From an optimization exercise on the open Yosys and OpenROAD flow, aimed at small area; shortcuts taken in it are not production practice. Function was checked by simulation only, so behaviour that the tests miss may differ from the original. Power and IR drop assume default switching activity.

== the baseline ==
Design img_controller, start of the top module:
module img_controller (
    input  logic                  clk,
    input  logic                  rst,
    input  logic                  cmd_capture,
    input  logic                  cmd_readout,
    input  logic [img_pkg::SKIP_BITS-1:0]  cmd_skip_count,
    input  img_pkg::header_t               cmd_header,
    input  logic [img_pkg::PIXEL_BITS-1:0] img_pixel,
    input  logic                  img_fv,
    input  logic                  img_lv,
    output logic                  status_capture_done,
    output img_pkg::capture_stats_t        status_stats,
    output logic                  readout_start,
    output logic                  readout_ready,
    input  logic                  readout_trigger,
    output img_pkg::pixel_word_t           readout_data
);
Size in the first run: ~1600 cells after synthesis, roughly 870 flip-flops, roughly 150 I/O pins.
export LEC_CHECK = 0
export CAP_MARGIN = 20
export CORE_MARGIN = 2
export CORE_UTILIZATION = 60
export CTS_BUF_LIST = sky130_fd_sc_hd__clkbuf_8
export CTS_CLUSTER_DIAMETER = 60
export CTS_CLUSTER_SIZE = 20
export SLEW_MARGIN = 20
create_clock -name core_clock -period 10.0 [get_ports {clk}]
standard.sh (not shown) runs the stock make flow with config.mk's settings and CLKGATE_MAP_FILE= SYNTH_SCRIPT=/design/flow/synth_recipe.tcl, a recipe that flattens the netlist after the stock synthesis.
==> flow/flow/run.sh <==
#!/bin/bash
# Standard layout (the standard.sh, standard synthesis unchanged) with
# three changes:
#  - the port buffers are the smallest buffer cell (every port still gets one)
#  - clock tree: clkbuf_8 sink clusters of at most 20, no dummy loads
#  - the constant-0 outputs share one tie cell instead of one each
# The full log of the run is kept beside it in standard.log.
bash standard.sh \
  "BUFFER_PORTS_ARGS=-buffer_cell sky130_fd_sc_hd__buf_1" \
  "CTS_ARGS=-sink_clustering_enable -repair_clock_nets -sink_clustering_size 34 -sink_clustering_max_diameter 50 -buf_list sky130_fd_sc_hd__clkbuf_16 -dont_use_dummy_load" \
  SKIP_REPAIR_TIE_FANOUT=1 \
  finish > standard.log 2>&1
Every stage of the flow completed for the baseline, and the final layout passed the timing, design-rule and antenna checks.
diff inputs: the baseline => the candidate
-- flow/flow/run.sh --
<<< the baseline, line 9
  "BUFFER_PORTS_ARGS=-buffer_cell sky130_fd_sc_hd__buf_1" \
  "CTS_ARGS=-sink_clustering_enable -repair_clock_nets -sink_clustering_size 34 -sink_clustering_max_diameter 50 -buf_list sky130_fd_sc_hd__clkbuf_16 -dont_use_dummy_load" \
  SKIP_REPAIR_TIE_FANOUT=1 \
>>> the candidate, line 9
  "BUFFER_PORTS_ARGS=-buffer_cell sky130_fd_sc_hd__buf_1" \
  "CTS_ARGS=-sink_clustering_enable -repair_clock_nets -sink_clustering_size 21 -sink_clustering_max_diameter 50 -buf_list sky130_fd_sc_hd__clkbuf_8 -dont_use_dummy_load" \
  SKIP_REPAIR_TIE_FANOUT=1 \
--- outcome ---
Any difference in sequential power between the candidate and the baseline is small enough to ignore.
For the part of the total power dissipated in combinational logic, the candidate came in 0.5 points higher than the baseline did.
Between the candidate and the baseline, the final critical path time including I/O delays and setup is lower for the candidate.
Summary of the candidate over the baseline: setup slack climbed 0.021 ns; maximum frequency climbed about 0.34%; aggregate routed wire length dropped 0.54%; post-route total power dropped 0.42 mW.

========
Setup of run 1:
img_controller, a different RTL version from the one above (not shown whole).
Size in the first run: ~150 I/O pins.
export LEC_CHECK = 0
export CAP_MARGIN = 20
export CORE_MARGIN = 2
export CORE_UTILIZATION = 60
export CTS_BUF_LIST = sky130_fd_sc_hd__clkbuf_8
export CTS_CLUSTER_DIAMETER = 60
export CTS_CLUSTER_SIZE = 20
export GPL_ROUTABILITY_DRIVEN = 0
export GPL_TIMING_DRIVEN = 0
export SLEW_MARGIN = 20
create_clock -name core_clock -period 10.0 [get_ports {clk}]
==> flow/flow/run.sh <==
#!/bin/bash
# Standard layout (the standard.sh, standard synthesis unchanged) with
# three changes:
#  - the port buffers are the smallest buffer cell (every port still gets one)
#  - clock tree: clkbuf_8 sink clusters of at most 20, no dummy loads
#  - the constant-0 outputs share one tie cell instead of one each
# The full log of the run is kept beside it in standard.log.
bash standard.sh \
  "BUFFER_PORTS_ARGS=-buffer_cell sky130_fd_sc_hd__buf_1" \
  "CTS_ARGS=-sink_clustering_enable -repair_clock_nets -sink_clustering_size 20 -sink_clustering_max_diameter 60 -buf_list sky130_fd_sc_hd__clkbuf_8 -dont_use_dummy_load" \
  SKIP_REPAIR_TIE_FANOUT=1 \
  finish > standard.log 2>&1
[inputs] run 2 vs run 1
# run 1
export LEC_CHECK = 0
export CAP_MARGIN = 20
export CORE_MARGIN = 2
export CORE_UTILIZATION = 60
export CTS_BUF_LIST = sky130_fd_sc_hd__clkbuf_8
export CTS_CLUSTER_DIAMETER = 60
export CTS_CLUSTER_SIZE = 20
export GPL_ROUTABILITY_DRIVEN = 0
export GPL_TIMING_DRIVEN = 0
export SLEW_MARGIN = 20
create_clock -name core_clock -period 10.0 [get_ports {clk}]
# run 2
export LEC_CHECK = 0
export CAP_MARGIN = 20
export CORE_MARGIN = 2
export CORE_UTILIZATION = 60
export CTS_BUF_LIST = sky130_fd_sc_hd__clkbuf_8
export CTS_CLUSTER_DIAMETER = 60
export CTS_CLUSTER_SIZE = 20
export SLEW_MARGIN = 20
create_clock -name core_clock -period 10.0 [get_ports {clk}]
diff --git a/flow/flow/run.sh b/flow/flow/run.sh
--- a/flow/flow/run.sh
+++ b/flow/flow/run.sh
@@ -8,5 +8,5 @@
 bash standard.sh \
   "BUFFER_PORTS_ARGS=-buffer_cell sky130_fd_sc_hd__buf_1" \
-  "CTS_ARGS=-sink_clustering_enable -repair_clock_nets -sink_clustering_size 20 -sink_clustering_max_diameter 60 -buf_list sky130_fd_sc_hd__clkbuf_8 -dont_use_dummy_load" \
+  "CTS_ARGS=-sink_clustering_enable -repair_clock_nets -sink_clustering_size 20 -sink_clustering_max_diameter 90 -buf_list sky130_fd_sc_hd__clkbuf_8 -dont_use_dummy_load" \
   SKIP_REPAIR_TIE_FANOUT=1 \
   finish > standard.log 2>&1
Notes after the runs:
- Higher maximum frequency among run 1 and run 2: run 1
- Compared with run 1, run 2 shows number of buffers outside the clock class in the layout that has gone down by more than a quarter.
- NOTE post-layout instance area run 1->run 2 decreased slightly
- Run 2 vs run 1: share of power burned in combinational logic down
- Comparing run 2 against run 1, there is no change at all in total overflow reported by the global router.
- Diff run 1 -> run 2: part of the total power dissipated in the clock network level; total length of routed met3 wires moved down; core utilization moved down; worst hold slack moved up.
- Power: run 2 draws less than run 1
Here is what was changed in the inputs of run 3 compared with run 2.
# run 2
export LEC_CHECK = 0
export CAP_MARGIN = 20
export CORE_MARGIN = 2
export CORE_UTILIZATION = 60
export CTS_BUF_LIST = sky130_fd_sc_hd__clkbuf_8
export CTS_CLUSTER_DIAMETER = 60
export CTS_CLUSTER_SIZE = 20
export SLEW_MARGIN = 20
create_clock -name core_clock -period 10.0 [get_ports {clk}]
# run 3
export LEC_CHECK = 0
export CAP_MARGIN = 20
export CORE_MARGIN = 2
export CORE_UTILIZATION = 70
export CTS_BUF_LIST = sky130_fd_sc_hd__clkbuf_8
export CTS_CLUSTER_DIAMETER = 60
export CTS_CLUSTER_SIZE = 20
export SLEW_MARGIN = 20
create_clock -name core_clock -period 10.0 [get_ports {clk}]
diff --git a/flow/flow/run.sh b/flow/flow/run.sh
--- a/flow/flow/run.sh
+++ b/flow/flow/run.sh
@@ -8,5 +8,5 @@
 bash standard.sh \
   "BUFFER_PORTS_ARGS=-buffer_cell sky130_fd_sc_hd__buf_1" \
-  "CTS_ARGS=-sink_clustering_enable -repair_clock_nets -sink_clustering_size 20 -sink_clustering_max_diameter 90 -buf_list sky130_fd_sc_hd__clkbuf_8 -dont_use_dummy_load" \
+  "CTS_ARGS=-sink_clustering_enable -repair_clock_nets -sink_clustering_size 20 -sink_clustering_max_diameter 60 -buf_list sky130_fd_sc_hd__clkbuf_8 -dont_use_dummy_load" \
   SKIP_REPAIR_TIE_FANOUT=1 \
   finish > standard.log 2>&1
[summary]
Wire length deteriorates in run 3 relative to run 2. Against run 2, post-layout worst setup margin in run 3 came out worse. Measured against each other, run 3 and run 2 differ in count of clock-buffer cells in the layout, the lower figure coming from run 2.
Here is what was changed in the inputs of run 4 compared with run 3.
# run 3
export LEC_CHECK = 0
export CAP_MARGIN = 20
export CORE_MARGIN = 2
export CORE_UTILIZATION = 70
export CTS_BUF_LIST = sky130_fd_sc_hd__clkbuf_8
export CTS_CLUSTER_DIAMETER = 60
export CTS_CLUSTER_SIZE = 20
export SLEW_MARGIN = 20
create_clock -name core_clock -period 10.0 [get_ports {clk}]
# run 4
export LEC_CHECK = 0
export CAP_MARGIN = 20
export CORE_MARGIN = 2
export CORE_UTILIZATION = 50
export CTS_BUF_LIST = sky130_fd_sc_hd__clkbuf_8
export CTS_CLUSTER_DIAMETER = 60
export CTS_CLUSTER_SIZE = 20
export SLEW_MARGIN = 20
create_clock -name core_clock -period 10.0 [get_ports {clk}]
Findings:
- Run 4 against run 3: number of placement rows picked up an extra 12, insertion delay to the later sink of the worst-skew pair picked up an extra 60 ps, number of global-route vias before repair lost 1.1%, global-route usage lost 6.7 points.
- Run 4 has net switching fraction of the power above what run 3 had.
- Relative to run 3, average wire per cell in the routed design decreased by 1.6 um in run 4.
- Run 4 vs. run 3: final cell utilization of the core went down by 21 points.
- Run 3 ended up with register to register as its category of the critical setup timing path; run 4 ended up with input port to register.
- Master of the slowest instance on the critical path = fa_1: run 4; master of the slowest instance on the critical path = buf_4: run 3
- Sort run 3 and run 4 by number of antenna violations at the first check in global routing asc -> top: run 4
- Where power is concerned, run 3 is better than run 4.
- Delta(worst hold slack across all endpoints, run 4 - run 3) > 0
- Against run 3, run 4 reports a final instance count without filler cells that is higher.

## port drivers added, routing unchanged
The results above use ideal ports. As a check the final layouts listed here were re-extracted and re-timed, cells and wires unchanged.
Step 1, drivers: a clkbuf_16 drives clk and a buf_2 each remaining input, both assumed.
Step 2, shift: input delay + t, output delay - t, t = (earliest + latest rising clock arrival at the registers) / 2. This alone moves slack from input paths to output paths.
Three values: no drivers, after step 1, after step 2; two values: the first two.
run	t, ns	slack for setup (ns)	worst data-port slew with drivers (ns)	pins driven straight from the clock port
the baseline	0.631	3.846 / 3.846 / 3.726	0.13	1
the candidate	0.677	3.867 / 3.867 / 3.717	0.12	1
run 1	0.681	4.331 / 4.357 / 3.676	0.06	1
run 2	0.673	4.294 / 4.318 / 3.645	0.05	1
run 3	0.607	4.172 / 4.172 / 3.665	0.06	1
run 4	0.686	4.383 / 4.407 / 3.724	0.06	1
After both steps setup and hold are still met in every run listed. For run 4, which loses most, drivers alone change the setup slack by +0.024 ns; drivers and shift together by -0.659 ns.
